This is an optimization exercise on Yosys and OpenROAD, whose aim is small area and a short achievable clock period, not a production implementation. Function was checked by simulation only, so behaviour that the tests miss may differ from the original. Power figures rest on the tool's default switching activity, not on a simulated workload.

==> flow/design.v <==
package spiPkg;
    localparam int addrWidth = 7;
    localparam int dataWidth = 8;
    localparam int memDepth = 128;
    localparam int debounceCycles = 3;
    localparam int debounceWidth = $clog2(debounceCycles);
    localparam int bitCountWidth = $clog2(dataWidth + 1);
    localparam int rawPinCount = 3;
    localparam logic [rawPinCount-1:0] rawPinsIdle = 3'b010;
    localparam int stateWidth = 3;
    localparam logic [stateWidth-1:0] stateIdle = 3'd0;
    localparam logic [stateWidth-1:0] stateAddressLoad = 3'd1;
    localparam logic [stateWidth-1:0] stateBranch = 3'd2;
    localparam logic [stateWidth-1:0] stateDataLoad = 3'd3;
    localparam logic [stateWidth-1:0] stateRead = 3'd4;
    localparam logic [stateWidth-1:0] stateWrite = 3'd5;
    typedef struct packed {
        logic sclkRise;
        logic sclkFall;
        logic csN;
        logic mosi;
    } spiPins;
    typedef struct packed {
        logic addrLatch;
        logic shiftLoad;
        logic memWrite;
        logic misoEnable;
    } ctrlStrobes;
endpackage
`timescale 1ns/100ps
import spiPkg::*;
module inputConditioner
(
    input  logic   clk,
    input  logic   reset,
    input  logic   sclk,
    input  logic   csN,
    input  logic   mosi,
    output spiPkg::spiPins pins
);
    logic [rawPinCount-1:0]   rawPins;
    logic [rawPinCount-1:0]   syncStage1;
    logic [rawPinCount-1:0]   syncStage2;
    logic [rawPinCount-1:0]   stablePins;
    logic [debounceWidth-1:0] stableCount [rawPinCount];
    logic                     sclkPrev;
    assign rawPins = {mosi, csN, sclk};
    always_ff @(posedge clk) begin
        if (reset) begin
            syncStage1 <= rawPinsIdle;
            syncStage2 <= rawPinsIdle;
        end else begin
            syncStage1 <= rawPins;
            syncStage2 <= syncStage1;
        end
    end
    always_ff @(posedge clk) begin
        if (reset) begin
            stablePins <= rawPinsIdle;
            for (int i = 0; i < rawPinCount; i++) begin
                stableCount[i] <= '0;
            end
        end else begin
            for (int i = 0; i < rawPinCount; i++) begin
                if (syncStage2[i] == stablePins[i]) begin
                    stableCount[i] <= '0;
                end else if (stableCount[i] == debounceWidth'(debounceCycles - 1)) begin
                    stablePins[i] <= syncStage2[i];
                    stableCount[i] <= '0;
                end else begin
                    stableCount[i] <= stableCount[i] + 1'b1;
                end
            end
        end
    end
    always_ff @(posedge clk) begin
        if (reset) begin
            sclkPrev <= 1'b0;
        end else begin
            sclkPrev <= stablePins[0];
        end
    end
    assign pins.sclkRise = stablePins[0] & ~sclkPrev;
    assign pins.sclkFall = ~stablePins[0] & sclkPrev;
    assign pins.csN = stablePins[1];
    assign pins.mosi = stablePins[2];
endmodule
`timescale 1ns/100ps
import spiPkg::*;
module shiftRegister
(
    input  logic                 clk,
    input  logic                 reset,
    input  spiPkg::spiPins               pins,
    input  spiPkg::ctrlStrobes           strobes,
    input  logic [dataWidth-1:0] parallelIn,
    output logic [dataWidth-1:0] parallelOut,
    output logic                 miso
);
    logic [dataWidth-1:0] shiftReg;
    always_ff @(posedge clk) begin
        if (reset) begin
            shiftReg <= '0;
        end else if (strobes.shiftLoad) begin
            shiftReg <= parallelIn;
        end else if (pins.sclkRise) begin
            shiftReg <= {shiftReg[dataWidth-2:0], pins.mosi};
        end
    end
    always_ff @(posedge clk) begin
        if (reset) begin
            miso <= 1'b0;
        end else if (pins.sclkFall) begin
            miso <= shiftReg[dataWidth-1];
        end
    end
    assign parallelOut = shiftReg;
endmodule
`timescale 1ns/100ps
import spiPkg::*;
module spiController
(
    input  logic       clk,
    input  logic       reset,
    input  spiPkg::spiPins     pins,
    input  logic       rwBit,
    output spiPkg::ctrlStrobes strobes
);
    logic [stateWidth-1:0]    state;
    logic [bitCountWidth-1:0] bitCount;
    always_ff @(posedge clk) begin
        if (reset || pins.csN) begin
            state <= stateIdle;
            bitCount <= '0;
            strobes <= '0;
        end else begin
            strobes.addrLatch <= 1'b0;
            strobes.shiftLoad <= 1'b0;
            strobes.memWrite <= 1'b0;
            case (state)
                stateIdle: begin
                    state <= stateAddressLoad;
                    bitCount <= '0;
                end
                stateAddressLoad: begin
                    if (pins.sclkRise) begin
                        if (bitCount == bitCountWidth'(addrWidth)) begin
                            bitCount <= '0;
                            state <= stateBranch;
                            strobes.addrLatch <= 1'b1;
                        end else begin
                            bitCount <= bitCount + 1'b1;
                        end
                    end
                end
                stateBranch: begin
                    if (rwBit) begin
                        state <= stateDataLoad;
                        strobes.shiftLoad <= 1'b1;
                    end else begin
                        state <= stateWrite;
                    end
                end
                stateDataLoad: begin
                    state <= stateRead;
                end
                stateRead: begin
                    if (pins.sclkFall) begin
                        if (bitCount == bitCountWidth'(dataWidth)) begin
                            strobes.misoEnable <= 1'b0;
                            bitCount <= '0;
                            state <= stateIdle;
                        end else begin
                            strobes.misoEnable <= 1'b1;
                            bitCount <= bitCount + 1'b1;
                        end
                    end
                end
                stateWrite: begin
                    if (pins.sclkRise) begin
                        if (bitCount == bitCountWidth'(dataWidth - 1)) begin
                            strobes.memWrite <= 1'b1;
                            bitCount <= '0;
                            state <= stateIdle;
                        end else begin
                            bitCount <= bitCount + 1'b1;
                        end
                    end
                end
                default: begin
                    state <= stateIdle;
                    bitCount <= '0;
                    strobes.misoEnable <= 1'b0;
                end
            endcase
        end
    end
endmodule
`timescale 1ns/100ps
import spiPkg::*;
module dataMemory
(
    input  logic                 clk,
    input  spiPkg::ctrlStrobes           strobes,
    input  logic [dataWidth-1:0] busIn,
    output logic [dataWidth-1:0] readData
);
    logic [dataWidth-1:0] mem [memDepth];
    logic [addrWidth-1:0] addrReg;
    logic [addrWidth-1:0] busAddr;
    logic [addrWidth-1:0] readAddr;
    assign busAddr = busIn[dataWidth-1 -: addrWidth];
    assign readAddr = strobes.addrLatch ? busAddr : addrReg;
    always_ff @(posedge clk) begin
        if (strobes.addrLatch) begin
            addrReg <= busAddr;
        end
        if (strobes.memWrite) begin
            mem[addrReg] <= busIn;
        end
        readData <= mem[readAddr];
    end
endmodule
`timescale 1ns/100ps
import spiPkg::*;
module spiMemory
(
    input  logic clk,
    input  logic reset,
    input  logic sclk,
    input  logic csN,
    input  logic mosi,
    output logic miso,
    output logic misoEnable
);
    spiPkg::spiPins               pins;
    spiPkg::ctrlStrobes           strobes;
    logic [dataWidth-1:0] parallelOut;
    logic [dataWidth-1:0] readData;
    logic                 rwBit;
    inputConditioner i_inputConditioner (
        .clk   (clk),
        .reset (reset),
        .sclk  (sclk),
        .csN   (csN),
        .mosi  (mosi),
        .pins  (pins)
    );
    assign rwBit = parallelOut[0];
    spiController i_spiController (
        .clk     (clk),
        .reset   (reset),
        .pins    (pins),
        .rwBit   (rwBit),
        .strobes (strobes)
    );
    shiftRegister i_shiftRegister (
        .clk         (clk),
        .reset       (reset),
        .pins        (pins),
        .strobes     (strobes),
        .parallelIn  (readData),
        .parallelOut (parallelOut),
        .miso        (miso)
    );
    dataMemory i_dataMemory (
        .clk      (clk),
        .strobes  (strobes),
        .busIn    (parallelOut),
        .readData (readData)
    );
    assign misoEnable = strobes.misoEnable;
endmodule
==> flow/run.sh <==
#!/bin/bash
# synth_recipe.tcl (not shown) runs the flow's synth.tcl, then flattens the netlist and writes it again
# the make line also repeats each setting of config.mk as NAME=value (left out here)
make -C /OpenROAD-flow-scripts/flow DESIGN_CONFIG=/design/flow/config.mk WORK_HOME=/design/flow/orfs CLKGATE_MAP_FILE= SYNTH_SCRIPT=/design/flow/synth_recipe.tcl finish
==> flow/config.mk <==
export PLATFORM = sky130hd
export DESIGN_NAME = spiMemory
export DESIGN_NICKNAME = spiMemory
export VERILOG_FILES = /design/flow/design.v
export SDC_FILE = /design/flow/constraint.sdc
export NUM_CORES = 4
export LEC_CHECK = 0
export CAP_MARGIN = 20
export CORE_MARGIN = 2
export CORE_UTILIZATION = 50
export SLEW_MARGIN = 20
==> flow/constraint.sdc <==
create_clock -name core_clock -period 4.0 [get_ports {clk}]
set_input_delay 0.8000 -clock core_clock [delete_from_list [all_inputs] [get_ports {clk}]]
set_output_delay 0.8000 -clock core_clock [all_outputs]
set_load 0.01 [all_outputs]
==> summary.txt <==
-- flip-flops by register name, summed over array words and instances, names as in the netlist, 4 cells and up --
signal / flops
i_dataMemory.mem: 1024
i_dataMemory.addrReg: 7
i_spiController.bitCount: 4
i_shiftRegister.shiftReg: 8
i_spiController.strobes: 4
i_inputConditioner.stableCount: 6
i_dataMemory.readData: 8
-- power by group through the flow --
stage                     clock network (W)  logic, W  registers (W)
after floorplan                           0  0.000600         0.0124
after global placement                    0  0.000903         0.0124
after detailed placement                  0  0.000907         0.0124
after CTS                           0.00980  0.000911         0.0122
after global routing                 0.0102  0.000982         0.0122
final                               0.00967  0.000917         0.0122
-- per-stage QoR --
stage | power (W) | util (%) | instances | worst slack, ns
after floorplan | 0.0130 | - | 3036 | 0.0244
after global placement | 0.0133 | 52.4 | 4127 | 0.175
after detailed placement | 0.0133 | 52.4 | 4127 | 0.385
after CTS | 0.0229 | 56.4 | 4330 | 0.357
after global routing | 0.0234 | 56.4 | 4330 | 0.264
final | 0.0228 | 56.4 | 4330 | 0.337
-- layer usage --
metal	vias up	wire length (um)
met5	-	0
met4	0	3220
met3	176	8880
met2	1029	50400
met1	12800	45300
li1	11500	-
-- placed cells by master, fill, tap and decap left out, drive strengths merged, types with 18 or more instances in the layout --
cell type  instances
edfxtp          1024
nand2            610
nand3            331
mux2i            225
nor2             192
clkbuf           144
a21oi            134
buf              112
dfxtp             51
clkinv            49
mux4              33
o221ai            28
nor3              25
nor4              22
inv               19
a31oi             18
o22ai             18
-- worst min path at each step --
stage	end	from
2_1_floorplan	i_inputConditioner.syncStage2[1]	i_inputConditioner.syncStage1[1]
3_3_place_gp	i_inputConditioner.stableCount[0][0]	i_inputConditioner.stableCount[0][0]
3_5_place_dp	i_inputConditioner.stableCount[1][0]	i_inputConditioner.stableCount[1][0]
4_1_cts	i_inputConditioner.stableCount[1][0]	i_inputConditioner.stableCount[1][0]
5_1_grt	i_inputConditioner.stableCount[1][0]	i_inputConditioner.stableCount[1][0]
6_report	i_inputConditioner.syncStage2[1]	i_inputConditioner.syncStage1[1]
-- cell type report --
| cell class | count | area, um^2 |
|---|---|---|
| multi-input combinational | 1772 | 10200 |
| clock inverter | 59 | 405 |
| sequential | 1075 | 31800 |
| fill | 6760 | 37000 |
| clock buffer | 144 | 2980 |
| timing repair buffer | 118 | 1030 |
| inverter | 18 | 77.6 |
| tap | 1144 | 1430 |
-- logic make-up (layout without fill, tap and decap cells) --
family / count (synthesis) / count (layout) / share of synthesized area [%]
AO/OA/AOI/OAI: 269 / 269 / 4.02
XOR/XNOR: 3 / 3 / 0.0616
buffers and inverters: 189 / 339 / 1.88
multiplexers: 258 / 258 / 7.05
flip-flops: 1075 / 1075 / 74.4
adder cells (fa/ha/maj): 5 / 5 / 0.147
AND/OR/NAND/NOR: 1237 / 1237 / 12.4
-- worst reg2reg max path: cells and delay by family, from the launching register on --
family	cells	cell delay, ns
buf+inv	4	1.29
compound gates	1	0.08
flops	1	0.39
mux	1	0.12
simple gates	5	1.68
==> metrics.log <==
[metrics] Critical Path Sink Type: register
[metrics] Syn Area/Cell: 14.1 um^2
[metrics] power per cell area: 475 nW/um^2
[metrics] Total GRT Usage: 24.6%
[metrics] die width: 296 um
[metrics] clock tree from TritonCTS: done
[metrics] placer's final routability congestion estimate: 0.883
[metrics] average wire per cell in the routed design: 24.9 um
[metrics] number of placement rows: about 110
[metrics] fraction of met2 tracks used by global routing: 38.5%
[metrics] result of the run: finished clean
[metrics] most repeated library cell on the critical path: buf_4
[metrics] Setup TNS: 0 ns
[metrics] upper clock frequency limit: 273 MHz
[metrics] effective utilization at floorplan: 50.3%
[metrics] switching share of power: 21.2%
[metrics] core area: 84,900 um^2
[metrics] overall die area: 87,700 um^2
[metrics] RSZ-0062 raised after global routing: no
[metrics] total clock sinks: between 1,000 and 1,500
[metrics] series of cell instances along the critical path: buf_4 > mux2i_4 > inv_1 > buf_4 > nor2_1 > nand3_1 > a21oi_1 > nor4_1 > buf_4 > nand3_1 > nor3_1
[metrics] clock period minus worst slack: 3.66 ns
[metrics] ratio of routed vias to standard cells: 5.89
[metrics] post-synth top area cell: edfxtp_1
[metrics] total number of yosys warnings: 5
[metrics] count of nets after finishing: 3,105
[metrics] number of antenna diodes: 0
[metrics] Max transition margin: a little over a fifth
[metrics] Clk network pwr share: a little over two fifths
[metrics] worst reg2reg path depth: 11
[metrics] final standard cell area without fillers: 47,900 um^2
[metrics] clock latency at the later pin of the worst-skew pair: 0.69 ns
[metrics] Static Leakage: around 16 nW
[metrics] Remaining DRCs: 0
[metrics] number of iterations in the first detailed-routing pass: 5
[metrics] Critical Path Source: i_spiController.strobes[3]
[metrics] post-CTS sizing: 0
[metrics] capturing element of the worst setup path: i_dataMemory.readData[1]
[metrics] 1st-iter DRT viols: around 2,700
[metrics] gate family responsible for the most delay along the worst path: simple AND/OR/NAND/NOR gates
[metrics] signed area change from the synthesized netlist to the final layout: 12.2%
[metrics] cts bufs inserted: 110
[metrics] startpoint kind of the worst setup timing path: register
[metrics] number of cells on the worst hold path: 1
[metrics] global-route wire length before repair: 159,000 um
[metrics] Crit Path Class: register to register
[metrics] total via count in the routed design: 25,500
[metrics] Final ANT Viol Nets: 0
[metrics] deepest clock path buffer count: 3
[metrics] cell area after synthesis: 42,700 um^2
[metrics] cell types with the highest counts after synthesis: edfxtp_1, nand2_1, nand3_1
[metrics] H-tree levels: 3
[metrics] vias in the first global route: 24,800
[metrics] crit path DAT: 4.25 ns
[metrics] Syn Nets: between 3,000 and 4,000
[metrics] Syn Inst Count: between 3,000 and 4,000
[metrics] Top Usage Layer GRT: met2
[metrics] largest net degree at the start of global routing: 156
[metrics] number of buffers inserted for hold repair after clock tree synthesis: 0
[metrics] final hold vios: 0
[metrics] Detailed Place HPWL: about 67,000 um
[metrics] Clock Pin Slew Worst Setup and Hold Paths: ~0.06 ns
[metrics] clock root buffer: clkbuf_16
[metrics] setup slack, reg-to-reg: 0.34 ns
[metrics] crit share post-route: 91.6%
[metrics] relative contribution of sequential cells to total power: around 54%
[metrics] Min-Delay Path Class: register to register
[metrics] number of antenna violations at the first check in global routing: 0
[metrics] switching power total: ~0.0048 W
[metrics] share of synthesized registers carrying an async set or reset: 0%
[metrics] max-cap viol count: 0
[metrics] ratio of cells with drive above 1 in the final layout: 9.98%
[metrics] Comb power frac: 4.0%
[metrics] Worst path slowest cell: nor4_1
[metrics] largest clock skew in the final design: 0.0293 ns
[metrics] slew at the pin closest to its max-slew limit: 1.18 ns
[metrics] unique cell type count in the Yosys netlist: 47
[metrics] register bit total from synthesis: 1,075
[metrics] top cells by area in the synthesized netlist: edfxtp_1, nand2_1, mux2i_1
[metrics] sequential cell area fraction in the yosys report: ~74%
[metrics] top-area cell type share of the netlist area: 72.0%
[metrics] global route overflow: 0
[metrics] number of pins exceeding their max-slew limit in the final report: 0
[metrics] GR Util met1: 34.9%
[metrics] Reg2Reg Capture Point: i_dataMemory.readData[1]
[metrics] Global Route met3 Usage: 4.70%
[metrics] Port Buf Inserts: 6
[metrics] worst stage delay on the critical path: 0.64 ns
[metrics] cell depth of the worst setup path: 11
[metrics] crit path max fanout: 38
[metrics] FF-to-FF Start: i_spiController.strobes[3]
[metrics] total setup violations reported at the end of the flow: 0
[metrics] required arrival time at the worst endpoint: 4.59 ns
[metrics] Worst VDD drop: around 360 uV
[metrics] number of buffers added for setup after CTS: 0
[metrics] WL final: about 110,000 um
[metrics] area post-placement: 44,500 um^2
[metrics] vertical die dimension: about 300 um
[metrics] most used flip-flop cell after synthesis: edfxtp_1
[metrics] most numerous cell in the Yosys netlist: edfxtp_1
[metrics] number of synthesized flops with an enable pin: 1,024
[metrics] final hold slack: 0.413 ns
[metrics] Internal Dissipation: about 0.018 W
[metrics] combined buffer and inverter count along the critical path: 4
[metrics] number of I/O pins: 7

==> afterwards: timing with drivers on the ports <==
No port has a modelled driver above. Below, the same layout with a new extraction and two added sets of constraints. Step 1, drivers: a clkbuf_16 drives clk and a buf_2 each remaining input, both assumed. Step 2 adds t to the input delays and takes it off the output delays; t is the mean of the earliest and latest rising clock arrival at the registers after step 1. Input paths then give back, and output paths get back, about the clock's delay inside the block. Three values: no drivers, after step 1, after step 2; two values: the first two.
shift t [ns]: 0.732
setup slack, ns: 0.337 / 0.337 / 0.337
worst data-port slew with drivers (ns): 0.03
cell pins on the clock port's net: 1
After both steps setup and hold are still met in this run. The setup slack of this run moves by 0.000 ns with the drivers and by 0.000 ns with both steps.
